Background: an optimization exercise with open tools, aiming at small area, a short achievable clock period and few clock cycles per item. Do not read the settings as production practice. Function was checked by simulation only, so behaviour that the tests miss may differ from the original.

==> inputs of build 71 <==
==> flow/design.v (excerpt) <==
module pid_cell #(
    parameter int                     DATA_WIDTH = 32,
    parameter int                     DATA_SIZE  = 128,
    parameter int                     FRAC_BITS  = pid_pkg::FRAC_BITS_DEF,
    parameter logic signed [DATA_WIDTH-1:0] OUT_MAX = 32'h7FFFFFFF,
    parameter logic signed [DATA_WIDTH-1:0] OUT_MIN = 32'h80000000
) (
    input  logic                  aclk,
    input  logic                  aresetn,
    input  logic [DATA_SIZE-1:0]  regs_in,
    input  logic                  param_en,
    input  logic [DATA_WIDTH-1:0] s_data,
    input  logic                  s_valid,
    output logic                  s_ready,
    output logic [DATA_WIDTH-1:0] m_data,
    output logic                  m_valid,
    input  logic                  m_ready,
    output logic                  busy
);
export LEC_CHECK = 0
export ABC_AREA = 1
export CAP_MARGIN = 20
export CORE_MARGIN = 2
export CORE_UTILIZATION = 55
export SLEW_MARGIN = 20
export SYNTH_HIERARCHICAL = 1
export SYNTH_MINIMUM_KEEP_SIZE = 0
create_clock -name core_clock -period 16.0 [get_ports {aclk}]
standard.sh (not shown) runs the stock make flow with config.mk's settings and CLKGATE_MAP_FILE= SYNTH_SCRIPT=/design/flow/synth_recipe.tcl, a recipe that flattens the netlist after the stock synthesis.
==> flow/flow/run.sh <==
#!/bin/bash
set -euo pipefail
bash standard.sh finish SETUP_SLACK_MARGIN=10 > standard_finish.log 2>&1
==> trial 16 (differences from build 71) <==
--- a/flow/design.v
+++ b/flow/design.v
@@ -34,13 +34,15 @@
 module pid_mul (
     input  logic [31:0] a,
     input  logic [15:0] bo,
     input  logic [15:0] bt,
     input  logic [15:0] bn,
     input  logic        bs,
-    output logic [31:0] y
+    output logic [31:0] sw,    
+    output logic        inr,   
+    output logic        sgn    
 );
     genvar g;
     logic [32:0] ax;
     assign ax = {a[31], a};
     logic [32:0] pp [16];
     generate for (g = 0; g < 16; g++) begin : g_pp
@@ -886,13 +888,12 @@
     assign p5[31] = p4[31] & p4[15];
     assign g5[32] = g4[32] | (p4[32] & g4[16]);
     assign p5[32] = p4[32] & p4[16];
     logic [32:32] g6, p6;
     assign g6[32] = g5[32] | (p5[32] & g0[0]);
     assign p6[32] = p5[32] & p0[0];
-    logic [31:0] sw;
     assign sw[0] = p0[1] ^ g0[0];
     assign sw[1] = p0[2] ^ g1[1];
     assign sw[2] = p0[3] ^ g2[2];
     assign sw[3] = p0[4] ^ g2[3];
     assign sw[4] = p0[5] ^ g3[4];
     assign sw[5] = p0[6] ^ g3[5];
@@ -923,32 +924,33 @@
     assign sw[30] = p0[31] ^ g5[30];
     assign sw[31] = p0[32] ^ g5[31];
     logic [63:47] hx, ho, hn;
     assign hx = ra[63:47] ^ rb[63:47];
     assign ho = ra[63:47] | rb[63:47];
     assign hn = ra[63:47] & rb[63:47];
-    logic all0, all1, inr;
+    logic all0, all1;
     assign all0 = (ho[62:47] == hx[63:48]) && (g5[31] == hx[47]);
     assign all1 = (hn[62:47] == ~hx[63:48]) && (g5[31] != hx[47]);
     assign inr  = all0 || all1;
-    logic sgn;
     assign sgn = a[31] ^ bs;
-    assign y = inr ? sw : {sgn, {(31){~sgn}}};
 endmodule
 module sat_mul #(
     parameter int DATA_WIDTH = 32,
     parameter int FRAC_BITS  = 16
 ) (
     input  logic signed [DATA_WIDTH-1:0] a,
     input  logic signed [DATA_WIDTH-1:0] b,
     output logic signed [DATA_WIDTH-1:0] y
 );
     logic [15:0] bo, bt, bn;
     logic        bs;
     pid_booth u_enc (.b(b), .bo(bo), .bt(bt), .bn(bn), .bs(bs));
-    pid_mul   u_mul (.a(a), .bo(bo), .bt(bt), .bn(bn), .bs(bs), .y(y));
+    logic [31:0] sw;
+    logic        inr, sgn;
+    pid_mul   u_mul (.a(a), .bo(bo), .bt(bt), .bn(bn), .bs(bs), .sw(sw), .inr(inr), .sgn(sgn));
+    assign y = inr ? sw : {sgn, {(31){~sgn}}};
 endmodule
 module pid_fa (input logic a, input logic b, input logic c, output logic s, output logic co);
     assign s  = a ^ b ^ c;
     assign co = (a & b) | (a & c) | (b & c);
 endmodule
 module pid_ha (input logic a, input logic b, output logic s, output logic co);
@@ -979,17 +981,20 @@
     localparam logic signed [W-1:0] SMIN = {1'b1, {(W-1){1'b0}}};
     logic signed [W-1:0] sp;
     logic [W/2-1:0]      kp_o, kp_t, kp_n, ki_o, ki_t, ki_n, kd_o, kd_t, kd_n;
     logic [W/2-1:0]      rp_o, rp_t, rp_n, ri_o, ri_t, ri_n, rd_o, rd_t, rd_n;
     logic                kp_s, ki_s, kd_s, rp_s, ri_s, rd_s;    
     logic signed [W-1:0] e_prev, integ;
+    logic signed [W+1:0] k_se;          
     logic                pending;
     logic                v0;
     logic signed [W-1:0] e0, de0;
     logic                v1;
-    logic signed [W-1:0] p1, i1, d1;
+    logic [W-1:0]        p1w, i1w, d1w;    
+    logic                p1r, i1r, d1r;    
+    logic                p1s, i1s, d1s;    
     logic                skid_v;
     logic [W-1:0]        skid;
     logic adv, acc, out_free, load_g;
     assign adv      = !skid_v;
     assign acc      = s_valid && s_ready;
     assign out_free = !m_valid || m_ready;
@@ -998,50 +1003,62 @@
         sat1 = (v[W] == v[W-1]) ? v[W-1:0] : {v[W], {(W-1){~v[W]}}};
     endfunction
     function automatic logic signed [W-1:0] sat2(input logic signed [W+1:0] v);
         sat2 = (v[W+1:W-1] == 3'b000 || v[W+1:W-1] == 3'b111) ? v[W-1:0]
              : {v[W+1], {(W-1){~v[W+1]}}};
     endfunction
+    function automatic logic signed [W-1:0] sat3(input logic signed [W+2:0] v);
+        sat3 = (v[W+2:W-1] == 4'b0000 || v[W+2:W-1] == 4'b1111) ? v[W-1:0]
+             : {v[W+2], {(W-1){~v[W+2]}}};
+    endfunction
     function automatic logic signed [W-1:0] clamp_out(input logic signed [W+1:0] v);
         if (FULL_RANGE) begin
             clamp_out = sat2(v);
         end else if (v > $signed({{2{OUT_MAX[W-1]}}, OUT_MAX})) begin
             clamp_out = OUT_MAX;
         end else if (v < $signed({{2{OUT_MIN[W-1]}}, OUT_MIN})) begin
             clamp_out = OUT_MIN;
         end else begin
             clamp_out = v[W-1:0];
         end
     endfunction
     logic signed [W:0]   d_sy, d_mn;
-    logic signed [W+1:0] d_ky;
+    logic signed [W+2:0] d_ky;
+    logic signed [W+1:0] k_max, k_min, k_ld;
     logic signed [W-1:0] e_in, de_in, d_max, d_min;
     logic                ovf_p, ovf_n;
     always_comb begin
         d_sy  = $signed({sp[W-1], sp}) - $signed({s_data[W-1], s_data});
-        d_ky  = $signed({{2{sp[W-1]}}, sp}) - $signed({{2{e_prev[W-1]}}, e_prev})
-              - $signed({{2{s_data[W-1]}}, s_data});
+        d_ky  = $signed({k_se[W+1], k_se}) - $signed({{3{s_data[W-1]}}, s_data});
         d_max = e_prev[W-1] ? SMAX : {1'b0, ~e_prev[W-2:0]};
         d_mn  = $signed({SMIN[W-1], SMIN}) - $signed({e_prev[W-1], e_prev});
         d_min = sat1(d_mn);
         ovf_p = !d_sy[W] &&  d_sy[W-1];
         ovf_n =  d_sy[W] && !d_sy[W-1];
         e_in  = sat1(d_sy);
         if (ovf_p)      de_in = d_max;
         else if (ovf_n) de_in = d_min;
-        else            de_in = sat2(d_ky);
+        else            de_in = sat3(d_ky);
+        k_max = $signed({{2{sp[W-1]}}, sp}) - $signed({2'b00, SMAX});
+        k_min = $signed({{2{sp[W-1]}}, sp}) - $signed({2'b11, SMIN});
+        k_ld  = $signed({{2{regs_in[pid_pkg::WORD_SP*W+W-1]}}, regs_in[pid_pkg::WORD_SP*W +: W]})
+              - $signed({{2{e_prev[W-1]}}, e_prev});
     end
     pid_booth u_enc_p (.b(regs_in[pid_pkg::WORD_KP*W +: W]), .bo(rp_o), .bt(rp_t), .bn(rp_n), .bs(rp_s));
     pid_booth u_enc_i (.b(regs_in[pid_pkg::WORD_KI*W +: W]), .bo(ri_o), .bt(ri_t), .bn(ri_n), .bs(ri_s));
     pid_booth u_enc_d (.b(regs_in[pid_pkg::WORD_KD*W +: W]), .bo(rd_o), .bt(rd_t), .bn(rd_n), .bs(rd_s));
-    logic signed [W-1:0] p_m, i_m, d_m;
-    pid_mul u_mul_p (.a(e0),  .bo(kp_o), .bt(kp_t), .bn(kp_n), .bs(kp_s), .y(p_m));
-    pid_mul u_mul_i (.a(e0),  .bo(ki_o), .bt(ki_t), .bn(ki_n), .bs(ki_s), .y(i_m));
-    pid_mul u_mul_d (.a(de0), .bo(kd_o), .bt(kd_t), .bn(kd_n), .bs(kd_s), .y(d_m));
-    logic signed [W-1:0] integ_next, res;
+    logic [W-1:0] p_w, i_w, d_w;
+    logic         p_r, i_r, d_r, p_s, i_s, d_s;
+    pid_mul u_mul_p (.a(e0),  .bo(kp_o), .bt(kp_t), .bn(kp_n), .bs(kp_s), .sw(p_w), .inr(p_r), .sgn(p_s));
+    pid_mul u_mul_i (.a(e0),  .bo(ki_o), .bt(ki_t), .bn(ki_n), .bs(ki_s), .sw(i_w), .inr(i_r), .sgn(i_s));
+    pid_mul u_mul_d (.a(de0), .bo(kd_o), .bt(kd_t), .bn(kd_n), .bs(kd_s), .sw(d_w), .inr(d_r), .sgn(d_s));
+    logic signed [W-1:0] p1, i1, d1, integ_next, res;
     always_comb begin
+        p1         = p1r ? p1w : {p1s, {(W-1){~p1s}}};
+        i1         = i1r ? i1w : {i1s, {(W-1){~i1s}}};
+        d1         = d1r ? d1w : {d1s, {(W-1){~d1s}}};
         integ_next = clamp_out($signed({{2{integ[W-1]}}, integ}) + $signed({{2{i1[W-1]}}, i1}));
         res        = clamp_out($signed({{2{p1[W-1]}}, p1}) + $signed({{2{integ_next[W-1]}}, integ_next})
                              + $signed({{2{d1[W-1]}}, d1}));
     end
     assign load_g = (param_en || pending) && !acc && !(v0 && !adv);
     logic pending_n, skid_v_n;
@@ -1062,23 +1079,25 @@
             ki_s    <= 1'b0;
             kd_o    <= '0;
             kd_t    <= '0;
             kd_n    <= '0;
             kd_s    <= 1'b0;
             e_prev  <= '0;
+            k_se    <= '0;
             integ   <= '0;
             pending <= 1'b0;
             v0      <= 1'b0;
             v1      <= 1'b0;
             skid_v  <= 1'b0;
             m_valid <= 1'b0;
             s_ready <= 1'b1;
             busy    <= 1'b0;
         end else begin
-            if (param_en) sp <= regs_in[pid_pkg::WORD_SP*W +: W];
             if (load_g) begin
+                sp <= regs_in[pid_pkg::WORD_SP*W +: W];
+                k_se <= k_ld;
                 kp_o <= rp_o;
                 kp_t <= rp_t;
                 kp_n <= rp_n;
                 kp_s <= rp_s;
                 ki_o <= ri_o;
                 ki_t <= ri_t;
@@ -1087,13 +1106,16 @@
                 kd_o <= rd_o;
                 kd_t <= rd_t;
                 kd_n <= rd_n;
                 kd_s <= rd_s;
             end
             pending <= pending_n;
-            if (acc) e_prev <= e_in;
+            if (acc) begin
+                e_prev <= e_in;
+                k_se   <= ovf_p ? k_max : ovf_n ? k_min : $signed({{2{s_data[W-1]}}, s_data});
+            end
             if (adv) begin
                 v0 <= acc;
                 v1 <= v0;
                 if (v1) integ <= integ_next;
             end
             skid_v  <= skid_v_n;
@@ -1103,14 +1125,20 @@
         end
     end
     always_ff @(posedge aclk) begin
         if (adv) begin
             e0  <= e_in;
             de0 <= de_in;
-            p1  <= p_m;
-            i1  <= i_m;
-            d1  <= d_m;
+            p1w <= p_w;
+            p1r <= p_r;
+            p1s <= p_s;
+            i1w <= i_w;
+            i1r <= i_r;
+            i1s <= i_s;
+            d1w <= d_w;
+            d1r <= d_r;
+            d1s <= d_s;
         end
         if (!skid_v && v1 && !out_free) skid <= res;
         if (out_free) m_data <= skid_v ? skid : res;
     end
 endmodule
==> build 36 (differences from build 71) <==
--- a/flow/config.mk
+++ b/flow/config.mk
@@ -9,6 +9,7 @@
 export CAP_MARGIN = 20
 export CORE_MARGIN = 2
 export CORE_UTILIZATION = 55
 export SLEW_MARGIN = 20
 export SYNTH_HIERARCHICAL = 1
 export SYNTH_MINIMUM_KEEP_SIZE = 0
+export TNS_END_PERCENT = 5
==> metrics.yaml <==
status: "finished clean"
synthToLayoutAreaGrowth_pct: 16.2
syn_area_um2: 96400
path_buf_inv: 2
That was build 36.
==> metrics.yaml <==
path_buf_inv: 3
syn_area_um2: 99200
synthToLayoutAreaGrowth_pct: 17.2
status: "finished clean"
That was trial 16.
==> metrics.yaml <==
status: "finished clean"
synthToLayoutAreaGrowth_pct: 19.0
path_buf_inv: 3
multiInputGateArea_um2: 81000
That was build 71.
Testbench counts of build 71, summed over its fixed seeds: cycles 2,176, items 2,048.
Testbench counts of trial 16, summed over its fixed seeds: cycles 2,176, items 2,048.
Testbench counts of build 36, summed over its fixed seeds: cycles 2,176, items 2,048.

* * *

==> v9 <==
Another version of the RTL of pid_cell (not shown whole).
Design pid_cell, start of the top module:
module pid_cell #(
    parameter int                     DATA_WIDTH = 32,
    parameter int                     DATA_SIZE  = 128,
    parameter int                     FRAC_BITS  = pid_pkg::FRAC_BITS_DEF,
    parameter logic signed [DATA_WIDTH-1:0] OUT_MAX = 32'h7FFFFFFF,
    parameter logic signed [DATA_WIDTH-1:0] OUT_MIN = 32'h80000000
) (
    input  logic                  aclk,
    input  logic                  aresetn,
    input  logic [DATA_SIZE-1:0]  regs_in,
    input  logic                  param_en,
    input  logic [DATA_WIDTH-1:0] s_data,
    input  logic                  s_valid,
    output logic                  s_ready,
    output logic [DATA_WIDTH-1:0] m_data,
    output logic                  m_valid,
    input  logic                  m_ready,
    output logic                  busy
);
export LEC_CHECK = 0
export ABC_AREA = 1
export CAP_MARGIN = 20
export CORE_MARGIN = 2
export CORE_UTILIZATION = 55
export SLEW_MARGIN = 20
export SYNTH_HIERARCHICAL = 1
export SYNTH_MINIMUM_KEEP_SIZE = 0
export TNS_END_PERCENT = 5
create_clock -name core_clock -period 16.0 [get_ports {aclk}]
==> flow/flow/run.sh <==
#!/bin/bash
set -euo pipefail
bash standard.sh finish SETUP_SLACK_MARGIN=11.5 > standard_finish.log 2>&1
==> inputs of v8, as changes to v9 <==
--- a/flow/design.v
+++ b/flow/design.v
@@ -1003,15 +1003,15 @@
     logic [NG-1:0]       kp_o, kp_t, kp_n, ki_o, ki_t, ki_n, kd_o, kd_t, kd_n;
     logic                kp_s, ki_s, kd_s;             
     logic signed [W-1:0] e_prev, integ;     
     logic signed [W+1:0] k_se;                         
     logic                pending;
     logic                v0, v1, v2, v3;
     logic [W-1:0]        y0;
-    logic signed [W-1:0] de1;
+    logic signed [W-1:0] de1, ei1;
     logic [CS-1:0]       pa2, pb2, ia2, ib2, da2, db2;
     logic                pc2, ic2, dc2, pz2, iz2, dz2, pu2, iu2, du2, ps2, is2, ds2;
     logic signed [W:0]   pd3;              
     logic                skid_v;
     logic [W-1:0]        skid;
     logic adv, acc, out_free, load_g;
     assign adv      = !skid_v;
@@ -1065,15 +1065,15 @@
     pid_booth u_enc_p (.b(regs_in[pid_pkg::WORD_KP*W +: W]), .bo(rp_o), .bt(rp_t), .bn(rp_n), .bs(rp_s));
     pid_booth u_enc_i (.b(regs_in[pid_pkg::WORD_KI*W +: W]), .bo(ri_o), .bt(ri_t), .bn(ri_n), .bs(ri_s));
     pid_booth u_enc_d (.b(regs_in[pid_pkg::WORD_KD*W +: W]), .bo(rd_o), .bt(rd_t), .bn(rd_n), .bs(rd_s));
     logic [CS-1:0] pa_t, pb_t, ia_t, ib_t, da_t, db_t;
     logic          pc_t, ic_t, dc_t, pz_t, iz_t, dz_t, pu_t, iu_t, du_t, ps_t, is_t, ds_t;
     pid_mul_t u_mt_p (.a(e_prev),  .bo(kp_o), .bt(kp_t), .bn(kp_n), .bs(kp_s), .ra(pa_t), .rb(pb_t),
                       .cin(pc_t), .ok0(pz_t), .ok1(pu_t), .sgn(ps_t));
-    pid_mul_t u_mt_i (.a(e_prev),  .bo(ki_o), .bt(ki_t), .bn(ki_n), .bs(ki_s), .ra(ia_t), .rb(ib_t),
+    pid_mul_t u_mt_i (.a(ei1),     .bo(ki_o), .bt(ki_t), .bn(ki_n), .bs(ki_s), .ra(ia_t), .rb(ib_t),
                       .cin(ic_t), .ok0(iz_t), .ok1(iu_t), .sgn(is_t));
     pid_mul_t u_mt_d (.a(de1), .bo(kd_o), .bt(kd_t), .bn(kd_n), .bs(kd_s), .ra(da_t), .rb(db_t),
                       .cin(dc_t), .ok0(dz_t), .ok1(du_t), .sgn(ds_t));
     logic [W-1:0] p_w, i_w, d_w;
     logic         p_r, i_r, d_r;
     pid_mul_a u_ma_p (.ra(pa2), .rb(pb2), .cin(pc2), .ok0(pz2), .ok1(pu2), .sw(p_w), .inr(p_r));
     pid_mul_a u_ma_i (.ra(ia2), .rb(ib2), .cin(ic2), .ok0(iz2), .ok1(iu2), .sw(i_w), .inr(i_r));
@@ -1117,15 +1117,15 @@
             pending <= 1'b0;
             v0      <= 1'b0;
             v1      <= 1'b0;
             v2      <= 1'b0;
             v3      <= 1'b0;
             skid_v  <= 1'b0;
             m_valid <= 1'b0;
-            s_ready <= 1'b1;
+            s_ready <= 1'b0;
             busy    <= 1'b0;
         end else begin
             if (load_g) begin
                 sp   <= regs_in[pid_pkg::WORD_SP*W +: W];
                 kp_o <= rp_o;
                 kp_t <= rp_t;
                 kp_n <= rp_n;
@@ -1160,14 +1160,15 @@
                     || mvalid_n || skid_v_n;
         end
     end
     always_ff @(posedge aclk) begin
         if (adv) begin
             y0  <= s_data;
             de1 <= de_c;
+            if (v0) ei1 <= e_c;
             pa2 <= pa_t;
             pb2 <= pb_t;
             pc2 <= pc_t;
             pz2 <= pz_t;
             pu2 <= pu_t;
             ps2 <= ps_t;
             ia2 <= ia_t;
CORE_UTILIZATION = 62   (was 55)
==> comparison table <==
|  | v8 | v9 |
|---|---|---|
| Synthesized-area fraction occupied by ao, oa, aoi and oai cells | 14.63% | 14.70% |
| Share of flip-flops with an asynchronous set or reset | 41.79% | 43.85% |
| Result of the run | aborted with a tool error | finished clean |
| Failing step | detailed routing | - |
| Number of CTS-inserted buffers | 86 | 82 |
| Post-synthesis area per instance | 8.658 µm² | 8.577 µm² |
| Number of enable-type register cells in the synthesized netlist | 397 | 365 |
| Post-synthesis adder-cell area fraction | 30.87% | 31.17% |
| Placement-stage cell area | 0.1094 mm² | 0.1086 mm² |
| DP Worst Slack | 9855 ps | 9313 ps |
| CTS sink count | 682 | 650 |
| Global-route total usage across every layer | 44.19% | 42.04% |
| Sequential fraction of the synthesis area | 17.55% | 16.82% |
| Post-detail-place hpwl | 272300 µm | 287000 µm |
| Top cell type's share of synthesized area | 23.62% | 23.84% |
| Met3 Track Usage GR | 15.31% | 12.89% |
| Number of instances in the synthesized netlist | 12543 | 12542 |
| Placed insts | 14230 | 14441 |
| Netlist area before placement | 0.1086 mm² | 0.1076 mm² |
| Antenna violations before repair | 9 | 20 |
| Initial core utilization | 62.40% | 55.28% |
| Maximum number of pins on one net before global-route repair | 92 | 168 |
| Global-route track usage on met1 | 54.15% | 52.15% |
| First-pass GRT wire length | 602400 µm | 628000 µm |
| Met2 Track Usage GR | 67.24% | 63.00% |
| Simple-gate share of the synthesized area | 12.83% | 12.91% |
| Post-synthesis share of cell area spent on xor and xnor gates | 14.71% | 14.83% |
Testbench counts of v9, summed over its fixed seeds: cycles 2,240, items 2,048.
Testbench counts of v8, summed over its fixed seeds: cycles 2,240, items 2,048.

[re-timing with driven ports]
Ports are ideal in the flow. The routed layouts listed here were re-timed in OpenROAD. Step 1: set_driving_cell puts a clkbuf_16 on aclk and a buf_2 on each other input, an assumption about the parent block. Step 2 moves the port delays by t, midway between the first and last clock arrival at a register: inputs arrive t later, outputs are due t later. That takes back most of the time a late clock gives input paths. a / b / c = ideal / step 1 / step 2; a / b = the first two.
run	t (ns)	slack for setup (ns)	clock arrival spread, ns	worst slew at a driven data input, ns	pins driven straight from the clock port
build 71	0.845	9.531 / 9.531 / 9.210	0.086 / 0.086	0.07	1
trial 16	0.789	9.773 / 9.773 / 9.408	0.048 / 0.048	0.34	1
build 36	0.836	9.536 / 9.536 / 9.000	0.088 / 0.088	0.07	1
v9	0.841	11.226 / 11.226 / 10.614	0.060 / 0.059	0.17	1
After both steps setup and hold are still met in every run listed. The setup slack of v9, which loses most, moves by 0.000 ns with the drivers and by -0.612 ns with both steps.
